Context: an optimization exercise on an open-source flow, tuned for small area, a short achievable clock period and few clock cycles per item. The choices shown serve that exercise and are no tape-out recipe. Where RTL was checked, it was by simulation tests only, not by an equivalence proof against the original.

==> flow/design.v (excerpt) <==
module chien_search #(
    parameter int LANES = 16,
    parameter int DEPTH = 4
) (
    input  logic                 clk_i,
    input  logic                 rst_ni,
    input  logic                 start_req_i,
    input  logic                 root_ack_i,
    input  logic [119:0]         sigma_i,
    output logic                 start_ack_o,
    output logic                 root_req_o,
    output logic                 done_o,
    output logic [9:0]           root_pos_o,
    output logic [3:0]           root_count_o
);
==> flow/config.mk <==
export PLATFORM = sky130hd
export DESIGN_NAME = chien_search
export DESIGN_NICKNAME = chien_search
export VERILOG_FILES = /design/flow/design.v
export SDC_FILE = /design/flow/constraint.sdc
export NUM_CORES = 4
export LEC_CHECK = 0
export CAP_MARGIN = 20
export CORE_MARGIN = 2
export CORE_UTILIZATION = 25
export CTS_BUF_LIST = sky130_fd_sc_hd__clkbuf_8
export SETUP_SLACK_MARGIN = 1.5
export SLEW_MARGIN = 20
==> flow/constraint.sdc <==
create_clock -name core_clock -period 5.0 [get_ports {clk_i}]
set_input_delay 1.0000 -clock core_clock [delete_from_list [all_inputs] [get_ports {clk_i}]]
set_output_delay 1.0000 -clock core_clock [all_outputs]
set_load 0.01 [all_outputs]
standard.sh (not shown) runs the stock make flow with config.mk's settings and CLKGATE_MAP_FILE= SYNTH_SCRIPT=/design/flow/synth_recipe.tcl, a recipe that flattens the netlist after the stock synthesis.
==> flow/flow/run.sh <==
#!/bin/bash
# The standard layout, with a small buffer (buf_1) on every port instead of the
# default delay buffer. Each tool's output goes to its own log file here.
set -e
cp standard.sh standard_sh.log
export BUFFER_PORTS_ARGS="-buffer_cell sky130_fd_sc_hd__buf_1"
bash standard.sh > standard.log 2>&1
The starting point finished with timing, DRC and antenna clean.
Testbench counts at the start, summed over its fixed seeds: cycles 7,400, items 256.
Change:
CTS_BUF_LIST = unset   (was sky130_fd_sc_hd__clkbuf_8)
Effect:
- design area is about the same
- die area stays the same
- global-route usage hardly moves
- sequential cell count does not change
- clock-buffer cell count came out lower by 9
- wire length hardly moves
- first-iteration DRC count came out higher by 6.3%
- fmax came out higher by 1.4%
- synthesized area does not change

---

== oak ==
chien_search, a different RTL version from the one above (not shown whole).
Size in the first run: roughly 140 I/O pins, ~34000 um^2 of cells after synthesis.
Settings: LEC_CHECK=0, CAP_MARGIN=20, CORE_MARGIN=2, CORE_UTILIZATION=25, PLACE_DENSITY=0.75, SETUP_SLACK_MARGIN=1.5, SLEW_MARGIN=20; clock period 5.0 ns.
run.sh (not shown) runs the stock make flow with config.mk's settings and CLKGATE_MAP_FILE= SYNTH_SCRIPT=/design/flow/synth_recipe.tcl, a recipe that flattens the netlist after the stock synthesis.
Stock flow here: none of the scripts above is used.
In summary, oak completed successfully, with a layout that passed the timing, design-rule and antenna checks.
Testbench counts of oak, summed over its fixed seeds: cycles 7,400, items 256.
Here is what was changed in the inputs of pine compared with oak.
Settings: PLACE_DENSITY: 0.75 -> unset.
==> summary.txt <==
- For oak and pine, there was not a single run that failed to finish clean.
- oak ended up with z_q[14]$_DFF_P_ as its timing endpoint of the critical path; pine ended up with z_q[1]$_DFF_P_.
- oak and pine ended up with nearly the same slack of the worst reg-to-reg path.
- Summary of pine over oak: number of vias in the routed layout -1.0%, wire length on met2 went down by 13%, first-iteration DRC count went up.
- Delta (pine minus oak): insertion delay to the later sink of the worst-skew pair went up by 0.03 ns; maximum frequency from static timing analysis went down by 0.34%.
The inputs of birch differ from those of pine as listed below.
Settings: putting ABC_AREA at 1 where nothing was set.
- pine went all the way through synthesis, placement and routing and the layout is clean on timing, DRC and antenna.
- Both conditions hold for birch: the flow ran to the end and the final layout passed the timing, design-rule and antenna checks.
- birch ends up with higher worst setup slack before clock tree synthesis than pine does.
- Taking birch over pine, the quantity of gates resized following cts ratio works out to 0.65.
- birch vs. pine: routability congestion estimate saw an increase.
- Detailed route wirelength on metal2: birch higher than pine
## Diff of input files: maple against birch
Settings: TNS_END_PERCENT newly set to 5; ABC_AREA removed (was 1).
Notes after the runs:
maple finished every stage and its layout cleared the timing, design-rule and antenna checks. Final clock period utilization by the worst path: birch and maple compared, higher one is maple. In the tables for birch and maple, area of the die reads higher with birch. Final cell area: maple below birch. Cmp maple vs birch: clock network latency to the later pin of the worst-skew pair higher in maple. maple vs birch, last element of the critical path: z_q[1]$_DFF_P_ vs z_q[14]$_DFF_P_. Compared with birch, maple shows a lower antenna diode count. birch → maple: met3 layer usage reported by global route went down; HPWL reported at the end of detailed placement shrank by about 30%. The number of global-route vias before repair in birch is 1.4 times that in maple. Pin count of the biggest net entering global routing, maple vs birch: down by more than 10%.

---

Setup of run A:
Another version of the RTL of chien_search (not shown whole).
Size: about 3100 cells after synthesis, about 210 flip-flops, about 30000 um2 of cells after synthesis.
==> flow/config.mk <==
export PLATFORM = sky130hd
export DESIGN_NAME = chien_search
export DESIGN_NICKNAME = chien_search
export VERILOG_FILES = /design/flow/design.v
export SDC_FILE = /design/flow/constraint.sdc
export NUM_CORES = 4
export LEC_CHECK = 0
export ABC_CLOCK_PERIOD_IN_PS = 3000
export CAP_MARGIN = 20
export CORE_MARGIN = 2
export CORE_UTILIZATION = 25
export SETUP_SLACK_MARGIN = 1.0
export SLEW_MARGIN = 20
==> flow/constraint.sdc <==
create_clock -name core_clock -period 5.0 [get_ports {clk_i}]
set_input_delay 1.0000 -clock core_clock [delete_from_list [all_inputs] [get_ports {clk_i}]]
set_output_delay 1.0000 -clock core_clock [all_outputs]
set_load 0.01 [all_outputs]
Testbench counts of run A, summed over its fixed seeds: cycles 9,269, items 256.
Setup changes, run A to run B
- removing ABC_CLOCK_PERIOD_IN_PS (formerly 3000)
- setting GPL_TIMING_DRIVEN to 0 for the first time
- removing SETUP_SLACK_MARGIN (formerly 1.0)
### Flow results
Diff run A..run B | global-route usage over all layers | negligible
To summarise run B: no stage aborted, but the layout did not pass its checks, failing on negative setup slack.
| final wirelength | run A vs run B | ≈ equal |
Non-clock buffer area fraction after layout, run B and run A: smaller value in run B
The inputs of run C differ from those of run B as listed below.
- GPL_TIMING_DRIVEN: 0 -> unset
- SETUP_SLACK_MARGIN: unset -> 2.0
==> summary.txt <==
- In run C relative to run B, routed wire length had gone up by a few percent.
- Row overall global routing resource usage: run C higher / run B lower
- Taking run B as the reference point, the area growth from synthesis to layout of run C rises by 28 points.
- Run C: done, clean on timing, DRC and antenna
- Between run C and run B, worst setup skew after layout is higher for run C, run B comes in under that.
- Re fraction of the cycle the final worst path needs: run B was higher than run C.
- Taking run B as the reference, in run C core utilization of the finished layout rose by 7.0 points, area of all sequential standard cells stayed essentially flat.
- Comparing run C and run B, the higher cell count was measured on run C.
- Against run B as the reference, run C delivers a higher final area.
Here is what was changed in the inputs of run D compared with run C.
- a change of SETUP_SLACK_MARGIN from 2.0 to 1.0
- a change of SLEW_MARGIN from 20 to 0
- a change of CAP_MARGIN from 20 to 0
- The final reports for run D and run C show relative area of clock buffers and inverters in the final design higher in the former.
- Run D ends up with lower final cell count without fillers than run C does.
- The run showing the greater wire length is run C.
- Comparing run C with run D, the number of sequential cells came out essentially unchanged.
### run D -> run E
- SETUP_SLACK_MARGIN no longer set, was 1.0
- SLEW_MARGIN now 20, was 0
- CAP_MARGIN now 20, was 0
Notes after the runs:
All-layer global routing usage came out lower on run E than on run D.
Sum of net half-perimeters after detailed placement delta (run E − run D): favourable
As of run E, weighted congestion reported at the end of routability-driven placement had risen slightly compared to run D.
Setup slack down 0.46 ns in run E wrt run D
Compared with run D, run E shows a lower total wire length.
Diff run D..run E | count of multi-input combinational gates | negligible

---

== the baseline ==
Another version of the RTL of chien_search (not shown whole).
Size: roughly 3500 cells after synthesis, about 410 flip-flops, roughly 140 I/O pins, about 0.036 sq mm of cells after synthesis.
==> flow/config.mk <==
export PLATFORM = sky130hd
export DESIGN_NAME = chien_search
export DESIGN_NICKNAME = chien_search
export VERILOG_FILES = /design/flow/design.v
export SDC_FILE = /design/flow/constraint.sdc
export NUM_CORES = 4
export LEC_CHECK = 0
export CAP_MARGIN = 20
export CORE_MARGIN = 2
export CORE_UTILIZATION = 25
export SLEW_MARGIN = 20
==> flow/constraint.sdc <==
create_clock -name core_clock -period 5.0 [get_ports {clk_i}]
set_input_delay 1.0000 -clock core_clock [delete_from_list [all_inputs] [get_ports {clk_i}]]
set_output_delay 1.0000 -clock core_clock [all_outputs]
set_load 0.01 [all_outputs]
Setup changes, the baseline to the candidate
--- a/flow/config.mk
+++ b/flow/config.mk
@@ -9,3 +9,4 @@
 export CORE_MARGIN = 2
 export CORE_UTILIZATION = 25
+export SETUP_SLACK_MARGIN = 1.5
 export SLEW_MARGIN = 20
[summary]
The baseline -> the candidate: finished layout cell area increased slightly. The lower detailed-routed wire length on met3 came out of the baseline. Maximum frequency grows by a little under 10% when moving from the baseline to the candidate. Looking at critical path startpoint, the u_ser.rp_q[1] result is from the candidate; the u_ser.rp_q[0] one comes from the baseline. Per the comparison of the candidate with the baseline, least setup slack across all paths after layout shows an increase of 0.40 ns; cell area after placement decreased by about 0.35% relative to the old numbers; HPWL after detailed placement dropped 760 um. Max clock-buffer cell count across the baseline and the candidate: the candidate.
No run of this note included a check of the RTL's function; only the layout flow was run.

---

RTL: one of the versions met above, not the one the previous note started from.
Size: roughly 140 I/O pins, roughly 30000 um2 of cells after synthesis.
// chien_search
module chien_search #(
    parameter int LANES = 16,
    parameter int DEPTH = 4
) (
    input  logic                 clk_i,
    input  logic                 rst_ni,
    input  logic                 start_req_i,
    input  logic                 root_ack_i,
    input  logic [119:0]         sigma_i,
    output logic                 start_ack_o,
    output logic                 root_req_o,
    output logic                 done_o,
    output logic [9:0]           root_pos_o,
    output logic [3:0]           root_count_o
);
Settings: LEC_CHECK=0, CAP_MARGIN=20, CORE_MARGIN=2, CORE_UTILIZATION=25, SETUP_SLACK_MARGIN=1.0, SLEW_MARGIN=20; clock period 5.0 ns.
The baseline completed without violations.
Testbench counts at the start, summed over its fixed seeds: cycles 9,269, items 256.
Next try:
SETUP_SLACK_MARGIN = 1.5   (was 1.0)
Result: The changed run completed without violations; final area increases by 11%; worst setup slack is better by 0.51 ns; register-to-register slack is better by 0.51 ns; core utilization increases by 3.7 points; clock skew decreases by 0.028 ns.

---

Setup of run Y:
RTL: one of the versions met above, not the one the previous note started from.
Size: about 260 flip-flops, about 140 I/O pins, roughly 34000 um^2 of cells after synthesis.
Design chien_search, start of the top module:
module chien_search #(
    parameter int LANES = 16,
    parameter int DEPTH = 4
) (
    input  logic                 clk_i,
    input  logic                 rst_ni,
    input  logic                 start_req_i,
    input  logic                 root_ack_i,
    input  logic [119:0]         sigma_i,
    output logic                 start_ack_o,
    output logic                 root_req_o,
    output logic                 done_o,
    output logic [9:0]           root_pos_o,
    output logic [3:0]           root_count_o
);
clock: 5.0 ns
lec_check: 0
cap_margin: 20
core_margin: 2
core_utilization: 25
setup_slack_margin: 1.0
slew_margin: 20
Run Y did not stop at any stage, and its layout met the timing, design-rule and antenna checks.
Testbench counts of run Y, summed over its fixed seeds: cycles 7,400, items 256.
Modified inputs, run P compared to run Y
- SETUP_SLACK_MARGIN now 1.5, was 1.0
==> flow/flow/run.sh (new file) <==
#!/bin/bash
# The standard layout, with a small buffer (buf_1) on every port instead of the
# default delay buffer. Each tool's output goes to its own log file here.
set -e
cp standard.sh standard_sh.log
export BUFFER_PORTS_ARGS="-buffer_cell sky130_fd_sc_hd__buf_1"
bash standard.sh > standard.log 2>&1
==> flow/standard.sh (new file) <==
#!/bin/bash
# synth_recipe.tcl (not shown) runs the flow's synth.tcl, then flattens the netlist and writes it again
# the make line also repeats each setting of config.mk as NAME=value (left out here)
make -C /OpenROAD-flow-scripts/flow DESIGN_CONFIG=/design/flow/config.mk WORK_HOME=/design/flow/orfs CLKGATE_MAP_FILE= SYNTH_SCRIPT=/design/flow/synth_recipe.tcl "${@:-finish}"
removed: flow/run.sh
==> summary.txt <==
Comparing run Y and run P, the higher worst hold slack after final layout was measured on run Y.
Run P drops more vias than run Y.
Cmp run Y and run P / largest incremental delay on the critical path / lower: run P
Looking at first-pass iteration count of the detailed router, run P sits 1 lower than run Y does.
Note that the maximum frequency recorded for run P amounts to 1.16 times the value seen in run Y.
Routed wire length: higher on run P
Looking at placed wire-length estimate, run P sits about 1.1% above run Y.
[run P] number of cells traversed by the worst register-to-register path fell 2 relative to run Y

## port drivers added, routing unchanged
In the flow no input, the clock included, has a driving cell. The finished layouts below were timed again as built, in two steps.
Step 1 sets driving cells, clkbuf_16 on the clock port and buf_2 on the other inputs (assumed; they add their load-dependent delay and slew).
Step 2 times the ports against the registers' clock, not the clock port: input delays grow and output delays shrink by t, the midpoint of the rising clock arrivals with the driver on.
a / b / c = ideal / step 1 / step 2; a / b = the first two.
| run | t (ns) | setup slack, ns | worst setup path at the end | clock arrival spread, ns | worst register clock-pin slew, ns |
|---|---|---|---|---|---|
| the first run of note 1 | 0.797 | 1.331 / 1.331 / 0.640 | input to register | 0.095 / 0.095 | 0.08 / 0.08 |
| the second run of note 1 | 0.736 | 1.380 / 1.380 / 0.993 | input to register | 0.049 / 0.049 | 0.10 / 0.10 |
| oak | 0.704 | 1.377 / 1.377 / 1.011 | input to register | 0.031 / 0.031 | 0.07 / 0.07 |
| pine | 0.702 | 1.365 / 1.365 / 0.902 | input to register | 0.074 / 0.074 | 0.07 / 0.07 |
| birch | 0.679 | 1.308 / 1.308 / 0.983 | input to register | 0.042 / 0.041 | 0.08 / 0.08 |
| maple | 0.704 | 1.292 / 1.292 / 0.967 | input to register | 0.071 / 0.071 | 0.07 / 0.07 |
| run A | 0.669 | 0.897 / 0.897 / 0.897 | register to register | 0.055 / 0.055 | 0.07 / 0.07 |
| run B | 0.668 | -0.177 / -0.177 / -0.177 | register to register | 0.047 / 0.047 | 0.09 / 0.09 |
| run C | 0.694 | 1.358 / 1.358 / 1.358 | register to register | 0.078 / 0.078 | 0.08 / 0.08 |
| run D | 0.678 | 0.904 / 0.904 / 0.904 | register to register | 0.049 / 0.048 | 0.06 / 0.06 |
| run E | 0.676 | 0.442 / 0.442 / 0.442 | register to register | 0.052 / 0.051 | 0.07 / 0.07 |
| the baseline | 0.728 | 0.164 / 0.095 / 0.377 | register to register | 0.083 / 0.083 | 0.07 / 0.07 |
| the candidate | 0.757 | 0.560 / 0.560 / 0.560 | register to register | 0.078 / 0.078 | 0.08 / 0.08 |
| the first run of note 5 | 0.669 | 0.897 / 0.897 / 0.897 | register to register | 0.055 / 0.055 | 0.07 / 0.07 |
| the second run of note 5 | 0.666 | 1.407 / 1.407 / 1.407 | register to register | 0.032 / 0.032 | 0.08 / 0.08 |
| run Y | 0.692 | 0.664 / 0.664 / 0.664 | register to register | 0.047 / 0.047 | 0.07 / 0.07 |
| run P | 0.685 | 1.268 / 1.268 / 1.044 | input to register | 0.054 / 0.054 | 0.07 / 0.07 |
The setup slack of the first run of note 1, which loses most, moves by 0.000 ns with the drivers and by -0.691 ns with both steps.
